This is an optimization exercise on Yosys and OpenROAD, whose aim is a short achievable clock period and few clock cycles per item, not a production implementation. Only simulation tests tie the RTL to the original design; equivalence was not proved. Power is estimated from default activity; no workload was simulated.

==> flow/design.v <==
`default_nettype none
package md5_fmt_pkg;
	localparam int TOTAL_MSB = 15;
	localparam int MEM_AW = 8;
	localparam int BYTE_AW = MEM_AW + 2;
	localparam int BLK_WORDS = 16;
	localparam int QDEPTH = 8;
	localparam logic [1:0] SRC_P0 = 2'd0;    
	localparam logic [1:0] SRC_P1 = 2'd1;    
	localparam logic [1:0] SRC_HOLD = 2'd2;  
	localparam logic [1:0] SRC_PAD = 2'd3;   
endpackage
`default_nettype wire
`timescale 1ns/10ps
`default_nettype none
module realign4_pad (
	input wire CLK,
	input wire rst_i,
	input wire x_cmpl,
	input wire x_hwe,
	input wire [7:0] x_src,
	input wire [1:0] x_rot0,
	input wire [1:0] x_rot1,
	input wire [31:0] x_padv,
	input wire [31:0] rd0,
	input wire [31:0] rd1,
	output logic valid,
	output logic [31:0] word
);
	logic y_cmpl;
	logic y_hwe;
	logic [7:0] y_src;
	logic [1:0] y_rot0;
	logic [1:0] y_rot1;
	logic [31:0] y_padv;
	logic [31:0] hold;
	always_ff @(posedge CLK) begin
		if (rst_i) begin
			y_cmpl <= 1'b0;
			y_hwe <= 1'b0;
		end else begin
			y_cmpl <= x_cmpl;
			y_hwe <= x_hwe;
		end
		y_src <= x_src;
		y_rot0 <= x_rot0;
		y_rot1 <= x_rot1;
		y_padv <= x_padv;
	end
	always_comb begin
		for (int k = 0; k < 4; k++) begin
			case (y_src[k*2 +: 2])
				md5_fmt_pkg::SRC_P0:
					word[k*8 +: 8] = rd0[{y_rot0 + 2'(k), 3'b000} +: 8];
				md5_fmt_pkg::SRC_P1:
					word[k*8 +: 8] = rd1[{y_rot1 + 2'(k), 3'b000} +: 8];
				md5_fmt_pkg::SRC_HOLD:
					word[k*8 +: 8] = hold[k*8 +: 8];
				default:
					word[k*8 +: 8] = y_padv[k*8 +: 8];
			endcase
		end
	end
	assign valid = y_cmpl;
	always_ff @(posedge CLK) begin
		if (y_hwe)
			hold <= word;
	end
endmodule
`default_nettype wire
`timescale 1ns/10ps
`default_nettype none
module word_fetch (
	input wire CLK,
	input wire mem_we,
	input wire [md5_fmt_pkg::MEM_AW-1:0] mem_addr,
	input wire [31:0] mem_wdata,
	input wire [31:0] p0_ba,
	input wire [31:0] p1_ba,
	output logic [31:0] rd0,
	output logic [31:0] rd1
);
	localparam int NW = 1 << md5_fmt_pkg::MEM_AW;
	logic we0;
	logic [md5_fmt_pkg::MEM_AW-1:0] wa0;
	logic [31:0] wd0;
	logic [NW-1:0] wsel;
	logic [31:0] wd1;
	logic [NW*32-1:0] mem;
	always_ff @(posedge CLK) begin
		we0 <= mem_we;
		wa0 <= mem_addr;
		wd0 <= mem_wdata;
		wd1 <= wd0;
		for (int i = 0; i < NW; i++)
			wsel[i] <= we0 && wa0 == md5_fmt_pkg::MEM_AW'(i);
	end
	always_ff @(posedge CLK) begin
		for (int i = 0; i < NW; i++)
			if (wsel[i])
				mem[i*32 +: 32] <= wd1;
	end
	logic [2*4*16*8-1:0] r1;
	logic [2*4*4-1:0] hi1;
	logic [63:0] ba;
	logic [127:0] grp [0:3][0:15];
	assign ba = {p1_ba, p0_ba};
	always_comb begin
		for (int j = 0; j < 4; j++)
			for (int g = 0; g < 16; g++)
				for (int w = 0; w < 16; w++)
					grp[j][g][w*8 +: 8] = mem[((g*16 + w)*4 + j)*8 +: 8];
	end
	always_ff @(posedge CLK) begin
		for (int p = 0; p < 2; p++)
			for (int j = 0; j < 4; j++) begin
				hi1[(p*4 + j)*4 +: 4] <= ba[(p*4 + j)*8 + 4 +: 4];
				for (int g = 0; g < 16; g++)
					r1[((p*4 + j)*16 + g)*8 +: 8] <= grp[j][g][ba[(p*4 + j)*8 +: 4]*8 +: 8];
			end
	end
	logic [127:0] s2 [0:1][0:3];
	always_comb begin
		for (int p = 0; p < 2; p++)
			for (int j = 0; j < 4; j++)
				s2[p][j] = r1[(p*4 + j)*128 +: 128];
	end
	always_ff @(posedge CLK) begin
		for (int j = 0; j < 4; j++) begin
			rd0[j*8 +: 8] <= s2[0][j][hi1[(0*4 + j)*4 +: 4]*8 +: 8];
			rd1[j*8 +: 8] <= s2[1][j][hi1[(1*4 + j)*4 +: 4]*8 +: 8];
		end
	end
endmodule
`default_nettype wire
`timescale 1ns/10ps
`default_nettype none
module fmt_ctrl (
	input wire CLK,
	input wire rst,
	input wire rst_i,
	input wire c_v,
	input wire c_op,
	input wire [md5_fmt_pkg::BYTE_AW-1:0] c_addr,
	input wire [md5_fmt_pkg::BYTE_AW-1:0] c_len,
	output logic busy,
	output logic err_det,
	output logic [31:0] p0_ba,
	output logic [31:0] p1_ba,
	output logic x_cmpl,
	output logic x_hwe,
	output logic [7:0] x_src,
	output logic [1:0] x_rot0,
	output logic [1:0] x_rot1,
	output logic [31:0] x_padv
);
	localparam int D = md5_fmt_pkg::QDEPTH;
	logic [md5_fmt_pkg::TOTAL_MSB:0] tot;
	logic p1_v;
	logic p1_pad;
	logic [1:0] p1_s;
	logic [1:0] p1_e;
	logic [8:0] p1_nw;
	logic [9:0] p1_ptr;
	logic [md5_fmt_pkg::TOTAL_MSB:0] p1_tot;
	logic is_bytes;
	logic is_fin;
	logic [10:0] span;
	logic [8:0] pad_nw;
	assign is_bytes = c_v && !c_op && c_len != '0;
	assign is_fin = c_v && c_op;
	assign span = 11'(tot[1:0]) + 11'(c_len) + 11'd3;
	assign pad_nw = 9'd16 - 9'(tot[5:2]) + ((tot[5:3] == 3'b111) ? 9'd16 : 9'd0);
	always_ff @(posedge CLK) begin
		if (rst_i) begin
			tot <= '0;
			p1_v <= 1'b0;
			err_det <= 1'b0;
		end else begin
			p1_v <= is_bytes || is_fin;
			err_det <= is_bytes && c_addr[1:0] != 2'd0 && tot[1:0] != 2'd0;
			if (is_bytes)
				tot <= tot + (md5_fmt_pkg::TOTAL_MSB + 1)'(c_len);
			else if (is_fin)
				tot <= '0;
		end
	end
	always_ff @(posedge CLK) begin
		p1_pad <= c_op;
		p1_s <= tot[1:0];
		p1_e <= c_op ? 2'd3 : tot[1:0] + c_len[1:0] - 2'd1;
		p1_nw <= c_op ? pad_nw : span[10:2];
		p1_ptr <= c_addr - 10'(tot[1:0]);
		p1_tot <= tot;
	end
	typedef struct packed {
		logic pad;
		logic [1:0] s;
		logic [1:0] e;
		logic [8:0] nw;
		logic single;
		logic nw2;
		logic nw3;
		logic [1:0] rot;
		logic [31:0] b0;
		logic [31:0] b1;
		logic [md5_fmt_pkg::TOTAL_MSB:0] tot;
	} desc_t;
	logic p2_v;
	desc_t p2;
	logic [7:0] hi0;
	logic [7:0] hi1;
	logic [7:0] hi2;
	assign hi0 = p1_ptr[9:2];
	assign hi1 = hi0 + 8'd1;
	assign hi2 = hi0 + 8'd2;
	logic [31:0] b0v;
	logic [31:0] b1v;
	always_comb begin
		for (int j = 0; j < 4; j++) begin
			b0v[j*8 +: 8] = (2'(j) < p1_ptr[1:0]) ? hi1 : hi0;
			b1v[j*8 +: 8] = (2'(j) < p1_ptr[1:0]) ? hi2 : hi1;
		end
	end
	always_ff @(posedge CLK) begin
		if (rst_i)
			p2_v <= 1'b0;
		else
			p2_v <= p1_v;
	end
	always_ff @(posedge CLK) begin
		p2.pad <= p1_pad;
		p2.s <= p1_s;
		p2.e <= p1_e;
		p2.nw <= p1_nw;
		p2.single <= p1_nw == 9'd1;
		p2.nw2 <= p1_nw == 9'd2;
		p2.nw3 <= p1_nw == 9'd3;
		p2.rot <= p1_ptr[1:0];
		p2.b0 <= b0v;
		p2.b1 <= b1v;
		p2.tot <= p1_tot;
	end
	localparam int DW = 99;  
	logic [D*DW-1:0] q;
	logic [D-1:0] qv;
	logic pop;
	always_ff @(posedge CLK) begin
		if (rst_i)
			qv <= '0;
		else if (pop && !p2_v)
			qv <= {1'b0, qv[D-1:1]};
		else if (!pop && p2_v)
			qv <= {qv[D-2:0], 1'b1};
	end
	logic [D-1:0] qv_up;
	logic [D-1:0] qv_dn;
	assign qv_up = {1'b0, qv[D-1:1]};
	assign qv_dn = {qv[D-2:0], 1'b1};
	always_ff @(posedge CLK) begin
		for (int i = 0; i < D; i++) begin
			if (pop) begin
				if (p2_v && qv[i] && !qv_up[i])
					q[i*DW +: DW] <= p2;
				else if (i < D - 1)
					q[i*DW +: DW] <= q[((i < D - 1) ? i + 1 : i)*DW +: DW];
			end else begin
				if (p2_v && !qv[i] && qv_dn[i])
					q[i*DW +: DW] <= p2;
			end
		end
	end
	logic [3:0] occ;
	logic enter;
	assign enter = is_bytes || is_fin;
	always_ff @(posedge CLK) begin
		if (rst_i)
			occ <= '0;
		else if (enter && !pop)
			occ <= occ + 4'd1;
		else if (!enter && pop)
			occ <= occ - 4'd1;
	end
	always_ff @(posedge CLK) begin
		if (rst || rst_i)
			busy <= 1'b0;
		else
			case ({c_v, !busy})
				2'b00: busy <= occ >= 4'(D);
				2'b11: busy <= occ >= 4'(D - 2);
				default: busy <= occ >= 4'(D - 1);
			endcase
	end
	logic cv;
	logic c_pad;
	logic c_last;
	logic c_len2;
	logic [8:0] c_nw;
	logic [1:0] c_e;
	logic [1:0] c_rot;
	logic [31:0] c_ba;
	logic [md5_fmt_pkg::TOTAL_MSB:0] c_tot;
	desc_t n;
	logic nv;
	logic [2:0] ce;
	logic cmpl;
	logic hwe;
	logic adv;
	logic load;
	logic [7:0] src;
	logic [31:0] padv;
	assign n = q[DW-1:0];
	assign nv = qv[0];
	always_comb begin
		if (!cv)
			ce = {1'b0, n.s};
		else if (!c_last)
			ce = 3'd4;
		else
			ce = 3'(c_e) + 3'd1;
		adv = 1'b0;
		load = 1'b0;
		pop = 1'b0;
		if (cv && !c_last) begin
			cmpl = 1'b1;
			adv = 1'b1;
		end else if (cv && c_e == 2'd3) begin
			cmpl = 1'b1;
		end else if (nv) begin
			pop = 1'b1;
			cmpl = !n.single || n.e == 2'd3;
			load = !n.single;
		end else begin
			cmpl = 1'b0;
		end
		hwe = !cmpl && (cv || nv);
		for (int k = 0; k < 4; k++) begin
			if (3'(k) < ce)
				src[k*2 +: 2] = cv ? (c_pad ? md5_fmt_pkg::SRC_PAD : md5_fmt_pkg::SRC_P0) : md5_fmt_pkg::SRC_HOLD;
			else
				src[k*2 +: 2] = n.pad ? md5_fmt_pkg::SRC_PAD : md5_fmt_pkg::SRC_P1;
		end
		if (cv && c_pad)
			padv = c_len2 ? {{(28 - md5_fmt_pkg::TOTAL_MSB){1'b0}}, c_tot, 3'b000} : 32'h0;
		else
			padv = 32'h80 << {n.s, 3'b000};
	end
	always_ff @(posedge CLK) begin
		if (rst_i)
			cv <= 1'b0;
		else if (adv)
			cv <= 1'b1;
		else
			cv <= load;
	end
	always_ff @(posedge CLK) begin
		if (adv) begin
			c_nw <= c_nw - 9'd1;
			c_last <= c_nw == 9'd2;
			c_len2 <= c_nw == 9'd3;
			for (int j = 0; j < 4; j++)
				c_ba[j*8 +: 8] <= c_ba[j*8 +: 8] + 8'd1;
		end else if (load) begin
			c_nw <= n.nw - 9'd1;
			c_last <= n.nw2;
			c_len2 <= n.nw3;
			c_ba <= n.b1;
			c_e <= n.e;
			c_rot <= n.rot;
			c_pad <= n.pad;
			c_tot <= n.tot;
		end
	end
	assign p0_ba = c_ba;
	assign p1_ba = n.b0;
	always_ff @(posedge CLK) begin
		if (rst_i) begin
			x_cmpl <= 1'b0;
			x_hwe <= 1'b0;
		end else begin
			x_cmpl <= cmpl;
			x_hwe <= hwe;
		end
		x_src <= src;
		x_rot0 <= c_rot;
		x_rot1 <= n.rot;
		x_padv <= padv;
	end
endmodule
`default_nettype wire
`timescale 1ns/10ps
`default_nettype none
module block_collect (
	input wire CLK,
	input wire rst,
	input wire rst_i,
	input wire valid,
	input wire [31:0] word,
	output logic blk_word_valid,
	output logic [31:0] blk_word,
	output logic [3:0] blk_word_idx,
	output logic blk_last
);
	logic [3:0] idx;
	always_ff @(posedge CLK) begin
		if (rst || rst_i)
			blk_word_valid <= 1'b0;
		else
			blk_word_valid <= valid;
		if (rst_i) begin
			idx <= 4'd0;
		end else if (valid) begin
			idx <= idx + 4'd1;
		end
		blk_word_idx <= idx;
		blk_last <= idx == 4'(md5_fmt_pkg::BLK_WORDS - 1);
		blk_word <= word;
	end
endmodule
`default_nettype wire
`timescale 1ns/10ps
`default_nettype none
module md5_block_fmt (
	input wire CLK,
	input wire rst,
	input wire mem_we,
	input wire [md5_fmt_pkg::MEM_AW-1:0] mem_addr,
	input wire [31:0] mem_wdata,
	input wire cmd_start,
	input wire cmd_op,
	input wire [md5_fmt_pkg::BYTE_AW-1:0] cmd_addr,
	input wire [md5_fmt_pkg::BYTE_AW-1:0] cmd_len,
	output logic busy,
	output logic blk_word_valid,
	output logic [31:0] blk_word,
	output logic [3:0] blk_word_idx,
	output logic blk_last,
	output logic err
);
	logic rst_i;
	logic c_v;
	logic c_op;
	logic [md5_fmt_pkg::BYTE_AW-1:0] c_addr;
	logic [md5_fmt_pkg::BYTE_AW-1:0] c_len;
	logic err_det;
	logic [31:0] p0_ba;
	logic [31:0] p1_ba;
	logic [31:0] rd0;
	logic [31:0] rd1;
	logic x_cmpl;
	logic x_hwe;
	logic [7:0] x_src;
	logic [1:0] x_rot0;
	logic [1:0] x_rot1;
	logic [31:0] x_padv;
	logic word_valid;
	logic [31:0] word_out;
	always_ff @(posedge CLK) begin
		rst_i <= rst;
		if (rst)
			c_v <= 1'b0;
		else
			c_v <= cmd_start && !busy;
		c_op <= cmd_op;
		c_addr <= cmd_addr;
		c_len <= cmd_len;
		if (rst || rst_i)
			err <= 1'b0;
		else if (err_det)
			err <= 1'b1;
	end
	word_fetch u_fetch (
		.CLK(CLK),
		.mem_we(mem_we),
		.mem_addr(mem_addr),
		.mem_wdata(mem_wdata),
		.p0_ba(p0_ba),
		.p1_ba(p1_ba),
		.rd0(rd0),
		.rd1(rd1)
	);
	fmt_ctrl u_ctrl (
		.CLK(CLK),
		.rst(rst),
		.rst_i(rst_i),
		.c_v(c_v),
		.c_op(c_op),
		.c_addr(c_addr),
		.c_len(c_len),
		.busy(busy),
		.err_det(err_det),
		.p0_ba(p0_ba),
		.p1_ba(p1_ba),
		.x_cmpl(x_cmpl),
		.x_hwe(x_hwe),
		.x_src(x_src),
		.x_rot0(x_rot0),
		.x_rot1(x_rot1),
		.x_padv(x_padv)
	);
	realign4_pad u_realign (
		.CLK(CLK),
		.rst_i(rst_i),
		.x_cmpl(x_cmpl),
		.x_hwe(x_hwe),
		.x_src(x_src),
		.x_rot0(x_rot0),
		.x_rot1(x_rot1),
		.x_padv(x_padv),
		.rd0(rd0),
		.rd1(rd1),
		.valid(word_valid),
		.word(word_out)
	);
	block_collect u_collect (
		.CLK(CLK),
		.rst(rst),
		.rst_i(rst_i),
		.valid(word_valid),
		.word(word_out),
		.blk_word_valid(blk_word_valid),
		.blk_word(blk_word),
		.blk_word_idx(blk_word_idx),
		.blk_last(blk_last)
	);
endmodule
`default_nettype wire
==> flow/run.sh <==
#!/bin/bash
# synth_recipe.tcl (not shown) runs the flow's synth.tcl, then flattens the netlist and writes it again
# the make line also repeats each setting of config.mk as NAME=value (left out here)
make -C /OpenROAD-flow-scripts/flow DESIGN_CONFIG=/design/flow/config.mk WORK_HOME=/design/flow/orfs CLKGATE_MAP_FILE= SYNTH_SCRIPT=/design/flow/synth_recipe.tcl finish
==> flow/config.mk <==
export PLATFORM = sky130hd
export DESIGN_NAME = md5_block_fmt
export DESIGN_NICKNAME = md5_block_fmt
export VERILOG_FILES = /design/flow/design.v
export SDC_FILE = /design/flow/constraint.sdc
export NUM_CORES = 4
export LEC_CHECK = 0
export ABC_CLOCK_PERIOD_IN_PS = 2500
export CAP_MARGIN = 20
export CELL_PAD_IN_SITES_DETAIL_PLACEMENT = 1
export CORE_MARGIN = 2
export CORE_UTILIZATION = 28
export PLACE_DENSITY = 0.38
export SETUP_SLACK_MARGIN = 3.5
export SLEW_MARGIN = 20
export SYNTH_MEMORY_MAX_BITS = 16384
==> flow/constraint.sdc <==
create_clock -name core_clock -period 6.0 [get_ports {CLK}]
set_input_delay 1.2000 -clock core_clock [delete_from_list [all_inputs] [get_ports {CLK}]]
set_output_delay 1.2000 -clock core_clock [all_outputs]
set_load 0.01 [all_outputs]
==> results of run 1 <==
## layout make-up
cell class | count | area, sq um | share of cell area [%]
diodes | 444 | 1110 | 0.201
clock buffers | 1903 | 37600 | 6.81
clock inverters | 456 | 3980 | 0.721
inverters | 34 | 141 | 0.0256
multi-input cells | 7381 | 139000 | 25.2
flip-flops and latches | 10811 | 308000 | 55.7
well taps | 21294 | 26600 | 4.82
repair buffers | 2101 | 36200 | 6.55
## power by group
| part | internal (uW) | leakage [uW] | switching [uW] |
|---|---|---|---|
| sequential | 85000 | 0.0965 | 6500 |
| clock | 46300 | 0.0204 | 32800 |
| combinational | 16900 | 0.0591 | 20300 |
## metal layers
metal / part of all wire, % / GRT usage (%) / wire length, um
met5: 0.023 / 0 / 468
met4: 4.2 / 8.92 / 85800
met3: 7.5 / 4.83 / 152000
met2: 47 / 38.5 / 950000
met1: 42 / 33.0 / 848000
## logic make-up (layout without fill, tap and decap cells)
kind of cell | count (synthesis) | after routing | share of synthesized area, %
other | 0 | 444 | 0
AOI/OAI and AO/OA | 271 | 272 | 0.366
buffers and inverters | 1431 | 4494 | 1.40
adders and majority gates | 38 | 38 | 0.112
xor gates and xnor gates | 93 | 93 | 0.180
DFF | 10811 | 10811 | 68.1
muxes | 6252 | 6252 | 29.2
and+or+nand+nor | 715 | 726 | 0.719
## sequential cells by signal, indices dropped and copies added (netlist names), 15 cells and up
name / flops
u_realign.y_padv: 18
u_fetch.wd1: 32
u_fetch.rd0: 32
u_fetch.mem: 8192
u_ctrl.q: 776
u_fetch.hi1: 32
u_fetch.wd0: 32
u_ctrl.c_ba: 32
u_fetch.wsel: 256
u_realign.hold: 32
u_ctrl.tot: 16
u_ctrl.p1_tot: 15
u_ctrl.c_tot: 16
u_ctrl.x_padv: 18
u_collect.blk_word: 32
u_ctrl.p2: 97
u_fetch.r1: 1024
u_fetch.rd1: 32
## worst register-to-register path, cell delays in order, from the launching register on
cell and delay [ns]:
dfxtp_4 0.35, or4_4 0.57, nor3_4 0.21, a21o_1 0.18, inv_2 0.07, ha_4 0.17
inv_4 0.07, ha_4 0.19, a21o_1 0.18, a21oi_2 0.14, xnor2_1 0.09, or3_1 0.35
a21oi_2 0.15
## cells in the mapped netlist (all sizes together), types with 7 or more instances
cell and instances:
edfxtp 9064, mux4 5451, dfxtp 1747, clkbuf 702, buf 695, mux2 693
nor2 330, nand2 147, mux2i 108, a21oi 94, nor2b 67, o21ai 66
a211oi 59, nand3 50, xnor2 49, xor2 44, ha 34, inv 34
nor3 21, and3 18, and2 17, nand2b 13, a21o 11, o22ai 10
nand3b 8, or2 8, or3 8, nand4 7, or4 7
## path summary, 6_finish.rpt
kind | endpoint
worst max-delay path | blk_word[16]
worst min-delay path | u_fetch.wd1[2]
worst max register to register | u_ctrl.occ[3]
worst min register to register | u_fetch.wd1[2]
## through the flow
stage,cell area (sq um),total power (uW),cells,utilization (%),setup WS (ns)
after CTS,545000,208000,43636,33.9,2.84
after detailed placement,482000,122000,40416,30.0,2.46
final,552000,208000,44424,34.3,2.95
after floorplan,451000,105000,19611,-,2.35
after global placement,482000,122000,40410,30.0,2.10
after global routing,552000,213000,44274,34.3,2.90
## repair_timing
action,in CTS,in global routing
gates cloned,392,119
endpoints found under the setup margin,2864,1527
resized for setup,1437,361
pin swaps,27,38
hold endpoints to repair,0,0
buffers inserted,469,224
==> flow_metrics.py, run 1 <==
metrics = {
    "synthesis": {
        "yosys_warnings": 7,
        "seq_area_frac_synth_pct": 68.1,
        "ys.flop_type": "edfxtp_1",
        "synthArstFlopShare_pct": 0,
        "synthesis.nets": 19714,
        "postSynthCellCount": 19611,
        "synth_seq_cells": 10811,
        "yosys.area.top_type": "edfxtp_1",
        "syn_area_per_cell_sq_um": 23.0,
        "synth_top_area_share_pct": 60.3,
        "synth_area_leaders": "edfxtp_1 (60%), mux4_2 (27%), dfxtp_1 (7.7%)",
        "synth_edf_count": 9064,
        "synthDistinctLibCells": 62,
        "netlist_area_sq_um": 451000,
    },
    "routing": {
        "final_antenna_net_count": 0,
        "wire_per_inst_um": 45.9,
        "drt-pass1-iter-count": 6,
        "viasPerCell": 5.54,
        "drt_wl_total_um": 2040000,
        "dr_total_vias": 246313,
        "drc_errors": 0,
        "drt_iter0_drc": 32131,
    },
    "cts": {
        "clk_pin_slew_ns": 0.06,
        "cts_buffers": 1334,
        "clock_latency_ns": 1.36,
        "ctsHoldBuffers": 0,
        "ctsLongestPathBuffers": 6,
        "htree_levels": 7,
        "clock-sinks": 10811,
        "root_buffer": "clkbuf_16",
        "tritoncts": "built",
    },
    "die": {
        "start_util_pct": 28.1,
        "design.core.area_sq_um": 1610000,
        "dieArea_sq_um": 1620000,
        "num_rows": 466,
        "dieHeight_um": 1270,
        "fp.dieW_um": 1270,
        "io-pin-count": 105,
    },
    "cells_and_area": {
        "layout-drive-gt1-share_pct": 46.4,
        "final_common_cell": "edfxtp_1",
        "most-common-layout-cells": "edfxtp_1 (9064), mux4_2 (5451), clkbuf_16 (1472)",
        "layout.nets": 21766,
        "n_fill_cell": 154417,
        "area_growth_pct": 22.4,
    },
    "pwr": {
        "pwr_density_cell_nw_per_um2": 376,
        "ir_drop_mv": 0.266,
        "leakagePower_uw": 0.176,
    },
    "placement": {
        "hpwl_um": 1130000,
        "place_congestion": 0.811,
        "portBuffers": 104,
    },
    "setup_path": {
        "cp-start-kind": "register",
        "worstReg2RegStart": "c_len[7]",
        "cpMaxStageDelayCell": "dfxtp_4",
        "r2r_slack_ns": 3.22,
        "endpoint_kind": "primary output",
        "crit_family": "flip-flops",
        "r2r_cells": 12,
        "required_ns": 4.80,
        "cp_cell_sequence": "buf_6",
        "cp.arrival_ns": 1.85,
        "path_depth": 1,
        "cp_slowest_stage_delay_ns": 0.42,
        "crit_start": "u_collect.blk_word[16]",
        "worst-path-buf-inv": 1,
        "cp_max_fo": 1,
        "path_class": "register to primary output",
    },
    "min_path": {
        "hold_path.startpoint": "u_fetch.wd0[2]",
        "min_path_type": "register to register",
        "holdPathStages": 0,
    },
    "global_routing": {
        "track_usage_pct": 24.3,
        "antenna_found_initial": 341,
        "grt_pass1_vias": 249750,
        "grt_max_degree": 130,
        "grt_pass1_wl_um": 2600000,
        "grt-ovfl-total": 0,
    },
    "sta": {
        "setup_viol_count_final": 0,
        "setup-tns-final_ns": 0,
        "skew_ns": 0.113,
        "hold_viol_final": 0,
        "max_freq_mhz": 328,
        "rsz0062_at_grt": "yes",
        "worst_slew_pin_slew_ns": 1.43,
        "whs_ns": 0.298,
        "fin_crit_sh_pct": 50.9,
        "fin_crit_ns": 3.05,
        "slew_violations": 0,
        "slew_headroom_pct": 4.62,
    },
    "status": {
        "status": "timing/DRC/antenna clean",
    },
    "job": {
        "maxCapViolCount": 0,
    },
}
Testbench counts, summed over its fixed seeds: cycles 14,441, words 14,352.
==> run 2, diff against run 1 <==
--- a/flow/config.mk
+++ b/flow/config.mk
@@ -9,8 +9,10 @@
 export CAP_MARGIN = 20
 export CELL_PAD_IN_SITES_DETAIL_PLACEMENT = 1
 export CORE_MARGIN = 2
-export CORE_UTILIZATION = 28
-export PLACE_DENSITY = 0.38
+export CORE_UTILIZATION = 34
+export CTS_CLUSTER_DIAMETER = 100
+export CTS_CLUSTER_SIZE = 24
+export PLACE_DENSITY = 0.44
 export SETUP_SLACK_MARGIN = 3.5
 export SLEW_MARGIN = 20
 export SYNTH_MEMORY_MAX_BITS = 16384
==> run 2 against run 1 <==
Maximum frequency increased by 3.7%. Still clean on timing, DRC and antenna. Total power decreased by 18%. First-iteration DRC count increased by 11%. Critical endpoint is now u_ctrl.occ[3]. Non-clock buffer count decreased by 211. Hold slack improved by 0.017 ns.
==> flow_metrics.py, run 2 <==
metrics = {
    "status": {
        "status": "timing/DRC/antenna clean",
    },
    "setup_path": {
        "cpMaxStageDelayCell": "or4_4",
        "crit_family": "simple AND/OR/NAND/NOR gates",
        "required_ns": 7.12,
        "path_class": "register to register",
        "cp_slowest_stage_delay_ns": 0.57,
        "cp_max_fo": 3,
        "cp_cell_sequence": "or4_4, nor3_4, a21o_1, inv_2, ha_4, inv_4, ha_4, a21o_1, a21oi_4, xnor2_2, or3_4, a21oi_4",
        "r2r_slack_ns": 3.06,
        "endpoint_kind": "register",
        "worst-path-buf-inv": 2,
        "cp.arrival_ns": 4.06,
        "cp-start-kind": "register",
    },
    "die": {
        "start_util_pct": 34.1,
        "dieArea_sq_um": 1340000,
        "dieHeight_um": 1160,
        "fp.dieW_um": 1160,
        "io-pin-count": 105,
        "num_rows": 423,
        "design.core.area_sq_um": 1330000,
    },
    "cts": {
        "tritoncts": "built",
        "htree_levels": 6,
        "ctsHoldBuffers": 0,
        "ctsLongestPathBuffers": 5,
        "root_buffer": "clkbuf_16",
        "cts_buffers": 550,
        "clock_latency_ns": 1.22,
        "clk_pin_slew_ns": 0.09,
        "clock-sinks": 10811,
    },
    "global_routing": {
        "antenna_found_initial": 303,
        "track_usage_pct": 26.9,
        "grt_pass1_wl_um": 2390000,
        "grt_max_degree": 163,
        "grt_pass1_vias": 239555,
        "grt-ovfl-total": 0,
    },
    "pwr": {
        "finalPower_uw": 171000,
        "power_frac_comb_pct": 20.3,
        "ir_drop_mv": 0.269,
        "leakagePower_uw": 0.161,
        "p_switching_uw": 51300,
        "clock_power_share_pct": 26.4,
        "pwr_density_cell_nw_per_um2": 331,
        "p_seq_share_pct": 53.3,
        "swShare_pct": 30.1,
        "p_int_uw": 120000,
    },
    "sta": {
        "setup-tns-final_ns": 0,
        "hold_viol_final": 0,
        "skew_ns": 0.0725,
        "whs_ns": 0.314,
        "fin_crit_sh_pct": 49.0,
        "fin_crit_ns": 2.94,
        "worst_slew_pin_slew_ns": 1.43,
        "slew_headroom_pct": 4.51,
        "rsz0062_at_grt": "yes",
        "max_freq_mhz": 340,
        "setup_viol_count_final": 0,
        "slew_violations": 0,
    },
    "cells_and_area": {
        "fin_area_sq_um": 516000,
        "layout.nets": 20767,
        "final_common_cell": "edfxtp_1",
        "layout-drive-gt1-share_pct": 43.3,
        "most-common-layout-cells": "edfxtp_1 (9064), mux4_2 (5451), dfxtp_1 (1389)",
        "multiInputGateArea_sq_um": 139000,
        "largest_reg_flops": 8192,
        "reg_top3": "u_fetch.mem x8192, u_fetch.r1 x1024, u_ctrl.q x776",
        "n_fill_cell": 123490,
        "register_area_sq_um": 308000,
        "regMostFlops": "u_fetch.mem",
        "area_growth_pct": 14.3,
    },
    "routing": {
        "drt-pass1-iter-count": 6,
        "drt_iter0_drc": 35528,
        "viasPerCell": 6.13,
        "drt_wl_total_um": 1860000,
        "wire_per_inst_um": 47.6,
        "drc_errors": 0,
        "final_antenna_net_count": 0,
        "dr_total_vias": 239632,
    },
    "placement": {
        "portBuffers": 104,
        "placed_area_sq_um": 478000,
        "place_congestion": 0.860,
        "hpwl_um": 1070000,
    },
    "synthesis": {
        "ys.flop_type": "edfxtp_1",
        "synth_seq_cells": 10811,
        "synth_top_area_share_pct": 60.3,
        "syn_area_per_cell_sq_um": 23.0,
        "synth.most_common_cell": "edfxtp_1",
        "synthTopCellsByCount": "edfxtp_1 (9064), mux4_2 (5451), dfxtp_1 (1747)",
        "synth_area_leaders": "edfxtp_1 (60%), mux4_2 (27%), dfxtp_1 (7.7%)",
        "seq_area_frac_synth_pct": 68.1,
        "postSynthCellCount": 19611,
        "yosys_warnings": 7,
        "synthesis.nets": 19714,
        "netlist_area_sq_um": 451000,
        "synth_edf_count": 9064,
        "yosys.area.top_type": "edfxtp_1",
        "synthDistinctLibCells": 62,
        "synthArstFlopShare_pct": 0,
    },
    "job": {
        "maxCapViolCount": 0,
    },
    "min_path": {
        "min_path_type": "register to register",
    },
}
## run 2: per-stage QoR
stage	instances	setup WS, ns	utilization, %
finish	39081	3.06	38.9
detailed placement	36823	2.32	36.1
floorplan	19611	2.35	-
CTS	38425	3.01	38.4
global route	38900	2.95	38.9
global placement	36816	2.15	36.1
## run 2: worst reg2reg max path, stage by stage, from the launching register on
cell,delay [ns]
dfxtp_4,0.36
or4_4,0.57
nor3_4,0.21
a21o_1,0.21
inv_2,0.08
ha_4,0.18
inv_4,0.07
ha_4,0.19
a21o_1,0.18
a21oi_4,0.19
xnor2_2,0.09
or3_4,0.36
a21oi_4,0.18
## run 2: cell families after synthesis
family / Yosys count / synth area share [%]
buf+inv: 1431 / 1.40
fa+ha+maj: 38 / 0.112
mux: 6252 / 29.2
flops: 10811 / 68.1
compound gates: 271 / 0.366
simple gates: 715 / 0.719
xor+xnor: 93 / 0.180
## run 2: worst paths after layout
check	start	endpoint	cells after the start
max	c_len[5]	u_ctrl.occ[3]	12
min reg2reg	u_fetch.wd0[12]	u_fetch.wd1[12]	0
max reg2reg	c_len[5]	u_ctrl.occ[3]	12
min	u_fetch.wd0[12]	u_fetch.wd1[12]	0
## run 2: power groups by stage
stage | registers [uW] | logic (uW) | clock network, uW
after floorplan | 87800 | 17100 | 0
after global placement | 92900 | 28800 | 0
after detailed placement | 92800 | 28900 | 0
after CTS | 90900 | 33200 | 46100
after global routing | 90900 | 35500 | 48300
final | 91100 | 34700 | 45100
## run 2: cell type report
cell class | instances | share of cell area [%]
Tap cell | 17637 | 4.28
Inverter | 34 | 0.0277
Sequential cell | 10811 | 59.7
Multi-Input combinational cell | 7377 | 26.9
Clock buffer | 899 | 3.08
Timing Repair Buffer | 1890 | 5.68
Clock inverter | 90 | 0.205
Antenna cell | 343 | 0.166
## run 2: per-layer routing
layer	global-route usage, %	part of all wire, %	vias to the layer above
li1	-	-	87767
met1	36.7	40	138908
met2	43.0	48	10936
met3	5.14	8.1	1945
met4	9.81	4.2	76
met5	0	0.027	-
## run 2: timing repair
item,in CTS,in global routing
pin swaps,28,24
endpoints found under the hold margin,0,0
buffers inserted,378,191
cloned,235,120
gates resized for setup,994,315
endpoints found under the setup margin,2663,1099
==> run 3, diff against run 2 <==
--- a/flow/design.v
+++ b/flow/design.v
@@ -4,7 +4,7 @@
 	localparam int MEM_AW = 8;
 	localparam int BYTE_AW = MEM_AW + 2;
 	localparam int BLK_WORDS = 16;
-	localparam int QDEPTH = 8;
+	localparam int QDEPTH = 5;
 	localparam logic [1:0] SRC_P0 = 2'd0;    
 	localparam logic [1:0] SRC_P1 = 2'd1;    
 	localparam logic [1:0] SRC_HOLD = 2'd2;  
@@ -140,6 +140,8 @@
 	input wire rst,
 	input wire rst_i,
 	input wire c_v,
+	input wire c_bytes,
+	input wire c_fin,
 	input wire c_op,
 	input wire [md5_fmt_pkg::BYTE_AW-1:0] c_addr,
 	input wire [md5_fmt_pkg::BYTE_AW-1:0] c_len,
@@ -167,8 +169,8 @@
 	logic is_fin;
 	logic [10:0] span;
 	logic [8:0] pad_nw;
-	assign is_bytes = c_v && !c_op && c_len != '0;
-	assign is_fin = c_v && c_op;
+	assign is_bytes = c_bytes;
+	assign is_fin = c_fin;
 	assign span = 11'(tot[1:0]) + 11'(c_len) + 11'd3;
 	assign pad_nw = 9'd16 - 9'(tot[5:2]) + ((tot[5:3] == 3'b111) ? 9'd16 : 9'd0);
 	always_ff @(posedge CLK) begin
@@ -203,23 +205,18 @@
 		logic nw3;
 		logic [1:0] rot;
 		logic [31:0] b0;
-		logic [31:0] b1;
 		logic [md5_fmt_pkg::TOTAL_MSB:0] tot;
 	} desc_t;
 	logic p2_v;
 	desc_t p2;
 	logic [7:0] hi0;
 	logic [7:0] hi1;
-	logic [7:0] hi2;
 	assign hi0 = p1_ptr[9:2];
 	assign hi1 = hi0 + 8'd1;
-	assign hi2 = hi0 + 8'd2;
 	logic [31:0] b0v;
-	logic [31:0] b1v;
 	always_comb begin
 		for (int j = 0; j < 4; j++) begin
 			b0v[j*8 +: 8] = (2'(j) < p1_ptr[1:0]) ? hi1 : hi0;
-			b1v[j*8 +: 8] = (2'(j) < p1_ptr[1:0]) ? hi2 : hi1;
 		end
 	end
 	always_ff @(posedge CLK) begin
@@ -238,10 +235,9 @@
 		p2.nw3 <= p1_nw == 9'd3;
 		p2.rot <= p1_ptr[1:0];
 		p2.b0 <= b0v;
-		p2.b1 <= b1v;
 		p2.tot <= p1_tot;
 	end
-	localparam int DW = 99;  
+	localparam int DW = 67;  
 	logic [D*DW-1:0] q;
 	logic [D-1:0] qv;
 	logic pop;
@@ -364,7 +360,8 @@
 			c_nw <= n.nw - 9'd1;
 			c_last <= n.nw2;
 			c_len2 <= n.nw3;
-			c_ba <= n.b1;
+			for (int j = 0; j < 4; j++)
+				c_ba[j*8 +: 8] <= n.b0[j*8 +: 8] + 8'd1;
 			c_e <= n.e;
 			c_rot <= n.rot;
 			c_pad <= n.pad;
@@ -439,10 +436,13 @@
 );
 	logic rst_i;
 	logic c_v;
+	logic c_bytes;
+	logic c_fin;
 	logic c_op;
 	logic [md5_fmt_pkg::BYTE_AW-1:0] c_addr;
 	logic [md5_fmt_pkg::BYTE_AW-1:0] c_len;
 	logic err_det;
+	assign c_v = c_bytes || c_fin;
 	logic [31:0] p0_ba;
 	logic [31:0] p1_ba;
 	logic [31:0] rd0;
@@ -457,10 +457,13 @@
 	logic [31:0] word_out;
 	always_ff @(posedge CLK) begin
 		rst_i <= rst;
-		if (rst)
-			c_v <= 1'b0;
-		else
-			c_v <= cmd_start && !busy;
+		if (rst) begin
+			c_bytes <= 1'b0;
+			c_fin <= 1'b0;
+		end else begin
+			c_bytes <= cmd_start && !busy && !cmd_op && cmd_len != '0;
+			c_fin <= cmd_start && !busy && cmd_op;
+		end
 		c_op <= cmd_op;
 		c_addr <= cmd_addr;
 		c_len <= cmd_len;
@@ -484,6 +487,8 @@
 		.rst(rst),
 		.rst_i(rst_i),
 		.c_v(c_v),
+		.c_bytes(c_bytes),
+		.c_fin(c_fin),
 		.c_op(c_op),
 		.c_addr(c_addr),
 		.c_len(c_len),
==> run 3 against run 2 <==
Sequential power down 3.0%. Clock-buffer cell count is 51 lower. Final area shrank 4.1%. Flip-flop and latch count shrank 485. Clock power down 3%. Non-clock buffer count decreased by 149. Hold slack improved by 0.0061 ns. Critical path type is now register to primary output. Largest cell class unchanged. Highest routed layer unchanged.
==> flow_metrics.py, run 3 <==
metrics = {
    "placement": {
        "place_congestion": 0.882,
        "placed_cells": 35291,
        "dp_slack_ns": 2.68,
        "hpwl_um": 1050000,
        "portBuffers": 104,
    },
    "synthesis": {
        "seq_area_frac_synth_pct": 67.6,
        "postSynthCellCount": 18938,
        "netlist_area_sq_um": 433000,
        "yosys.area.top_type": "edfxtp_1",
        "synth_edf_count": 8613,
        "synth_area_leaders": "edfxtp_1 (60%), mux4_2 (28%), dfxtp_1 (7.9%)",
        "synth_seq_cells": 10326,
        "synth.most_common_cell": "edfxtp_1",
        "synth_top_area_share_pct": 59.7,
        "synthArstFlopShare_pct": 0,
        "ys.flop_type": "edfxtp_1",
        "synthesis.nets": 19040,
        "synthDistinctLibCells": 57,
        "yosys_warnings": 7,
        "syn_area_per_cell_sq_um": 22.9,
        "synthTopCellsByCount": "edfxtp_1 (8613), mux4_2 (5362), dfxtp_1 (1713)",
    },
    "setup_path": {
        "worst-path-buf-inv": 1,
        "cp_cell_sequence": "buf_6",
        "r2r_cells": 3,
        "cp-start-kind": "register",
        "crit_start": "u_collect.blk_word[0]",
        "cpMaxStageDelayCell": "dfxtp_2",
        "cp_max_fo": 1,
        "required_ns": 4.80,
        "r2r_slack_ns": 3.30,
        "path_class": "register to primary output",
        "path_depth": 1,
        "worstReg2RegStart": "u_ctrl.c_last",
        "cp_slowest_stage_delay_ns": 0.37,
        "cp.arrival_ns": 1.70,
        "endpoint_kind": "primary output",
        "crit_family": "flip-flops",
    },
    "min_path": {
        "holdPathStages": 0,
        "hold_path.startpoint": "u_fetch.wd0[8]",
        "min_path_type": "register to register",
    },
    "cells_and_area": {
        "largest_reg_flops": 8192,
        "fin_cells": 37711,
        "most-common-layout-cells": "edfxtp_1 (8613), mux4_2 (5362), dfxtp_1 (1354)",
        "area_growth_pct": 14.2,
        "layout.nets": 19937,
        "layout-drive-gt1-share_pct": 42.1,
        "reg_top3": "u_fetch.mem x8192, u_fetch.r1 x1024, u_ctrl.q x325",
        "n_fill_cell": 118212,
        "final_common_cell": "edfxtp_1",
        "regMostFlops": "u_fetch.mem",
    },
    "routing": {
        "drt_wl_total_um": 1810000,
        "drt_iter0_drc": 32621,
        "final_antenna_net_count": 0,
        "dr_total_vias": 231377,
        "drt-pass1-iter-count": 8,
        "viasPerCell": 6.14,
        "drc_errors": 0,
        "wire_per_inst_um": 48.1,
    },
    "sta": {
        "setup-tns-final_ns": 0,
        "skew_ns": 0.111,
        "max_freq_mhz": 345,
        "finalWorstSetupSlack_ns": 3.10,
        "setup_viol_count_final": 0,
        "worst_slew_pin_slew_ns": 1.43,
        "fin_crit_ns": 2.90,
        "fin_crit_sh_pct": 48.3,
        "rsz0062_at_grt": "yes",
        "slew_violations": 0,
        "slew_headroom_pct": 4.86,
        "hold_viol_final": 0,
    },
    "die": {
        "dieHeight_um": 1130,
        "start_util_pct": 34.1,
        "io-pin-count": 105,
        "num_rows": 414,
        "fp.dieW_um": 1130,
        "design.core.area_sq_um": 1270000,
        "dieArea_sq_um": 1280000,
    },
    "global_routing": {
        "antenna_found_initial": 329,
        "grt_max_degree": 176,
        "grt-ovfl-total": 0,
        "track_usage_pct": 27.3,
        "grt_pass1_vias": 229657,
        "grt_pass1_wl_um": 2330000,
    },
    "pwr": {
        "ir_drop_mv": 0.279,
        "leakagePower_uw": 0.153,
        "pwr_density_cell_nw_per_um2": 339,
    },
    "cts": {
        "clock-sinks": 10326,
        "clk_pin_slew_ns": 0.09,
        "ctsLongestPathBuffers": 5,
        "htree_levels": 6,
        "clock_latency_ns": 1.22,
        "cts_buffers": 539,
        "root_buffer": "clkbuf_16",
        "tritoncts": "built",
    },
    "status": {
        "status": "timing/DRC/antenna clean",
    },
    "job": {
        "maxCapViolCount": 0,
    },
}
-- run 3: logic make-up (layout without fill, tap and decap cells) --
logic type               after synthesis  count (layout)  share of synthesized area, %
flip-flops                         10326           10326                          67.6
buffers and inverters               1421            2732                          1.53
XOR/XNOR                              79              79                         0.160
AO/OA/AOI/OAI                        424             424                         0.609
adder cells (fa/ha/maj)               37              37                         0.114
multiplexers                        5852            5852                          29.1
AND/OR/NAND/NOR                      799             800                         0.892
other                                  0             613                             0
-- run 3: metrics by stage --
stage | utilization (%) | cell area, sq um | hold WS, ns | power [uW]
global route | 38.9 | 494000 | 0.331 | 171000
global placement | 36.0 | 458000 | 0.310 | 120000
detailed placement | 36.1 | 458000 | 0.313 | 120000
floorplan | - | 433000 | 0.310 | 102000
CTS | 38.3 | 487000 | 0.323 | 167000
finish | 38.9 | 495000 | 0.320 | 168000
-- run 3: layout make-up --
| class | instances | area (sq um) | area share (%) |
|---|---|---|---|
| clock buffer | 848 | 15500 | 3.13 |
| clock inverter | 108 | 1230 | 0.249 |
| tap | 16848 | 21100 | 4.26 |
| multi-input combinational | 7192 | 135000 | 27.2 |
| timing repair buffer | 1741 | 27000 | 5.46 |
| sequential | 10326 | 294000 | 59.3 |
| inverter | 35 | 136 | 0.0276 |
| antenna | 613 | 1530 | 0.310 |
-- run 3: worst paths after layout --
check              endpoint
max             blk_word[0]
min          u_fetch.wd1[8]
max reg2reg   u_ctrl.c_last
min reg2reg  u_fetch.wd1[8]
-- run 3: power by group --
part	internal, uW	switching (uW)
clock network	18600	25100
logic	16300	19600
registers	80800	7640
-- run 3: what timing repair did --
item | CTS | global route
pin swaps | 18 | 36
cloned | 203 | 96
hold buffers | 0 | 0
resized for setup | 957 | 348
buffers inserted | 334 | 216
hold endpoints to repair | 0 | 0
endpoints found under the setup margin | 1778 | 1085
-- run 3: layer usage --
| layer | track usage [%] | wire length [um] |
|---|---|---|
| met5 | 0 | 636 |
| met4 | 12.2 | 90900 |
| met3 | 4.95 | 137000 |
| met2 | 43.9 | 869000 |
| met1 | 36.3 | 716000 |
Testbench counts of run 3, summed over its fixed seeds: cycles 14,441, words 14,352.
==> run 4, diff against run 3 <==
--- a/flow/config.mk
+++ b/flow/config.mk
@@ -9,10 +9,10 @@
 export CAP_MARGIN = 20
 export CELL_PAD_IN_SITES_DETAIL_PLACEMENT = 1
 export CORE_MARGIN = 2
-export CORE_UTILIZATION = 34
+export CORE_UTILIZATION = 42
 export CTS_CLUSTER_DIAMETER = 100
 export CTS_CLUSTER_SIZE = 24
-export PLACE_DENSITY = 0.44
+export PLACE_DENSITY = 0.52
 export SETUP_SLACK_MARGIN = 3.5
 export SLEW_MARGIN = 20
 export SYNTH_MEMORY_MAX_BITS = 16384
==> run 4 against run 3 <==
Non-clock buffer count shrank 208. Final area shrank 1.4%. Worst setup slack gained 0.011 ns. Largest power group unchanged. Highest routed layer unchanged. Routed wire length shrank 9.4%. Combinational power shrank 4%. Synthesized area is the same. Critical endpoint is now busy. Via count grew 0.46%. First-iteration DRC count grew 6.6%.
==> flow_metrics.py, run 4 <==
metrics = {
    "synthesis": {
        "synthDistinctLibCells": 57,
        "synthTopCellsByCount": "edfxtp_1 (8613), mux4_2 (5362), dfxtp_1 (1713)",
        "synth_area_leaders": "edfxtp_1 (60%), mux4_2 (28%), dfxtp_1 (7.9%)",
        "seq_area_frac_synth_pct": 67.6,
        "synth_top_area_share_pct": 59.7,
        "syn_area_per_cell_sq_um": 22.9,
        "postSynthCellCount": 18938,
        "yosys_warnings": 7,
        "synth.most_common_cell": "edfxtp_1",
        "synthesis.nets": 19040,
        "synth_edf_count": 8613,
        "netlist_area_sq_um": 433000,
        "yosys.area.top_type": "edfxtp_1",
        "synth_seq_cells": 10326,
        "synthArstFlopShare_pct": 0,
        "ys.flop_type": "edfxtp_1",
    },
    "cells_and_area": {
        "final_common_cell": "edfxtp_1",
        "layout-drive-gt1-share_pct": 41.2,
        "register_area_sq_um": 294000,
        "area_growth_pct": 12.5,
        "largest_reg_flops": 8192,
        "regMostFlops": "u_fetch.mem",
        "fin_area_sq_um": 488000,
        "n_fill_cell": 90064,
        "reg_top3": "u_fetch.mem x8192, u_fetch.r1 x1024, u_ctrl.q x325",
        "layout.nets": 19726,
        "most-common-layout-cells": "edfxtp_1 (8613), mux4_2 (5362), dfxtp_1 (1365)",
        "multiInputGateArea_sq_um": 134000,
    },
    "min_path": {
        "min_path_type": "register to register",
    },
    "setup_path": {
        "worst-path-buf-inv": 1,
        "cp_slowest_stage_delay_ns": 0.37,
        "crit_family": "flip-flops",
        "path_class": "register to primary output",
        "cpMaxStageDelayCell": "dfxtp_4",
        "cp_cell_sequence": "buf_8",
        "cp-start-kind": "register",
        "required_ns": 4.80,
        "cp.arrival_ns": 1.69,
        "endpoint_kind": "primary output",
        "cp_max_fo": 2,
    },
    "routing": {
        "drt_iter0_drc": 34789,
        "final_antenna_net_count": 0,
        "drc_errors": 0,
        "wire_per_inst_um": 47.8,
        "drt_wl_total_um": 1640000,
        "drt-pass1-iter-count": 6,
        "viasPerCell": 6.77,
        "dr_total_vias": 232452,
    },
    "sta": {
        "setup_viol_count_final": 0,
        "max_freq_mhz": 346,
        "hold_viol_final": 0,
        "slew_headroom_pct": 17.7,
        "skew_ns": 0.0828,
        "setup-tns-final_ns": 0,
        "finalWorstSetupSlack_ns": 3.11,
        "rsz0062_at_grt": "yes",
        "fin_crit_sh_pct": 48.1,
        "whs_ns": 0.326,
        "fin_crit_ns": 2.89,
        "worst_slew_pin_slew_ns": 1.23,
        "slew_violations": 0,
    },
    "cts": {
        "clock_latency_ns": 1.20,
        "clock-sinks": 10326,
        "ctsLongestPathBuffers": 5,
        "clk_pin_slew_ns": 0.10,
        "htree_levels": 6,
        "tritoncts": "built",
        "cts_buffers": 535,
        "ctsHoldBuffers": 0,
        "root_buffer": "clkbuf_16",
    },
    "global_routing": {
        "grt-ovfl-total": 0,
        "grt_pass1_wl_um": 2130000,
        "antenna_found_initial": 327,
        "grt_pass1_vias": 228058,
        "track_usage_pct": 30.4,
        "grt_max_degree": 138,
    },
    "pwr": {
        "finalPower_uw": 164000,
        "pwr_density_cell_nw_per_um2": 336,
        "leakagePower_uw": 0.152,
        "ir_drop_mv": 0.278,
    },
    "die": {
        "fp.dieW_um": 1020,
        "io-pin-count": 105,
        "num_rows": 373,
        "dieArea_sq_um": 1040000,
        "design.core.area_sq_um": 1030000,
        "dieHeight_um": 1020,
        "start_util_pct": 42.1,
    },
    "placement": {
        "hpwl_um": 930000,
        "dp_slack_ns": 2.67,
        "portBuffers": 104,
        "placed_area_sq_um": 453000,
        "place_congestion": 0.886,
    },
    "job": {
        "maxCapViolCount": 0,
    },
    "status": {
        "status": "timing/DRC/antenna clean",
    },
}
## run 4: cell counts after synthesis
Identical to the previous run, type by type.
## run 4: worst reg2reg max path: cells and delay by family (launching register included)
family   cells  cell delay (ns)
mux          2             1.08
buf+inv      6             0.99
flops        1             0.40
## run 4: final cells by class
class                           count  area share (%)
Antenna cell                      619           0.318
Inverter                           35          0.0290
Clock inverter                    104           0.266
Sequential cell                 10326            60.2
Multi-Input combinational cell   7193            27.6
Timing Repair Buffer             1533            4.93
Tap cell                        13687            3.51
Clock buffer                      854            3.16
## run 4: cells by family after synthesis
group / synth area share (%)
fa+ha+maj: 0.114
simple gates: 0.892
xor+xnor: 0.160
buf+inv: 1.53
flops: 67.6
mux: 29.1
compound gates: 0.609
## run 4: worst paths after layout
kind                endpoint  slack [ns]  cells past startpoint            from
min           u_fetch.wd1[9]        0.33                      0  u_fetch.wd0[9]
max                     busy        3.11                      1     u_ctrl.busy
max reg2reg  u_fetch.r1[760]        3.34                      8    u_ctrl.q[24]
min reg2reg   u_fetch.wd1[9]        0.33                      0  u_fetch.wd0[9]
## run 4: routing by layer
metal / track usage, % / wire length, um / share of wire, %
met4: 13.2 / 80200 / 4.9
met1: 42.6 / 639000 / 39
met3: 6.25 / 164000 / 10
met5: 0.174 / 847 / 0.052
met2: 46.7 / 758000 / 46
## run 4: power breakdown
part           internal [uW]  leakage (uW)  switching (uW)
Combinational          15800        0.0515           18700
Sequential             80700        0.0920            5710
Clock                  18700       0.00803           24500
Total                 115000         0.152           48800
## run 4: through the flow
step | cells | utilization, %
4_1_cts | 33404 | 46.6
6_report | 34351 | 47.3
2_1_floorplan | 18938 | -
5_1_grt | 34194 | 47.3
3_3_place_gp | 32020 | 44.0
3_5_place_dp | 32021 | 44.0
## run 4: what timing repair did
item                                    4_1_cts  5_1_grt
endpoints found under the setup margin     1747      927
setup buffers                               246      181
pin swaps                                    15       36
resized for setup                           717      334
cloned                                      179      147

-- afterwards: timing with drivers on the ports --
How much do the figures lean on ideal ports? The routed layouts below were timed once more, with nothing changed but the port constraints.
Step 1, drivers: a clkbuf_16 drives CLK and a buf_2 each remaining input, both assumed.
Step 2 moves the port delays by t, midway between the first and last clock arrival at a register: inputs arrive t later, outputs are due t later. That takes back most of the time a late clock gives input paths.
Three values: ideal ports, drivers, drivers and shift; two values: the first two.
run	t (ns)	setup WS [ns]	worst slew at a driven data input, ns
run 1	1.492	2.947 / 2.756 / 3.217	0.14
run 2	1.361	3.057 / 2.939 / 3.057	0.10
run 3	1.349	3.102 / 2.921 / 3.300	0.16
run 4	1.329	3.113 / 2.943 / 3.337	0.29
After both steps every run listed still meets setup and hold.
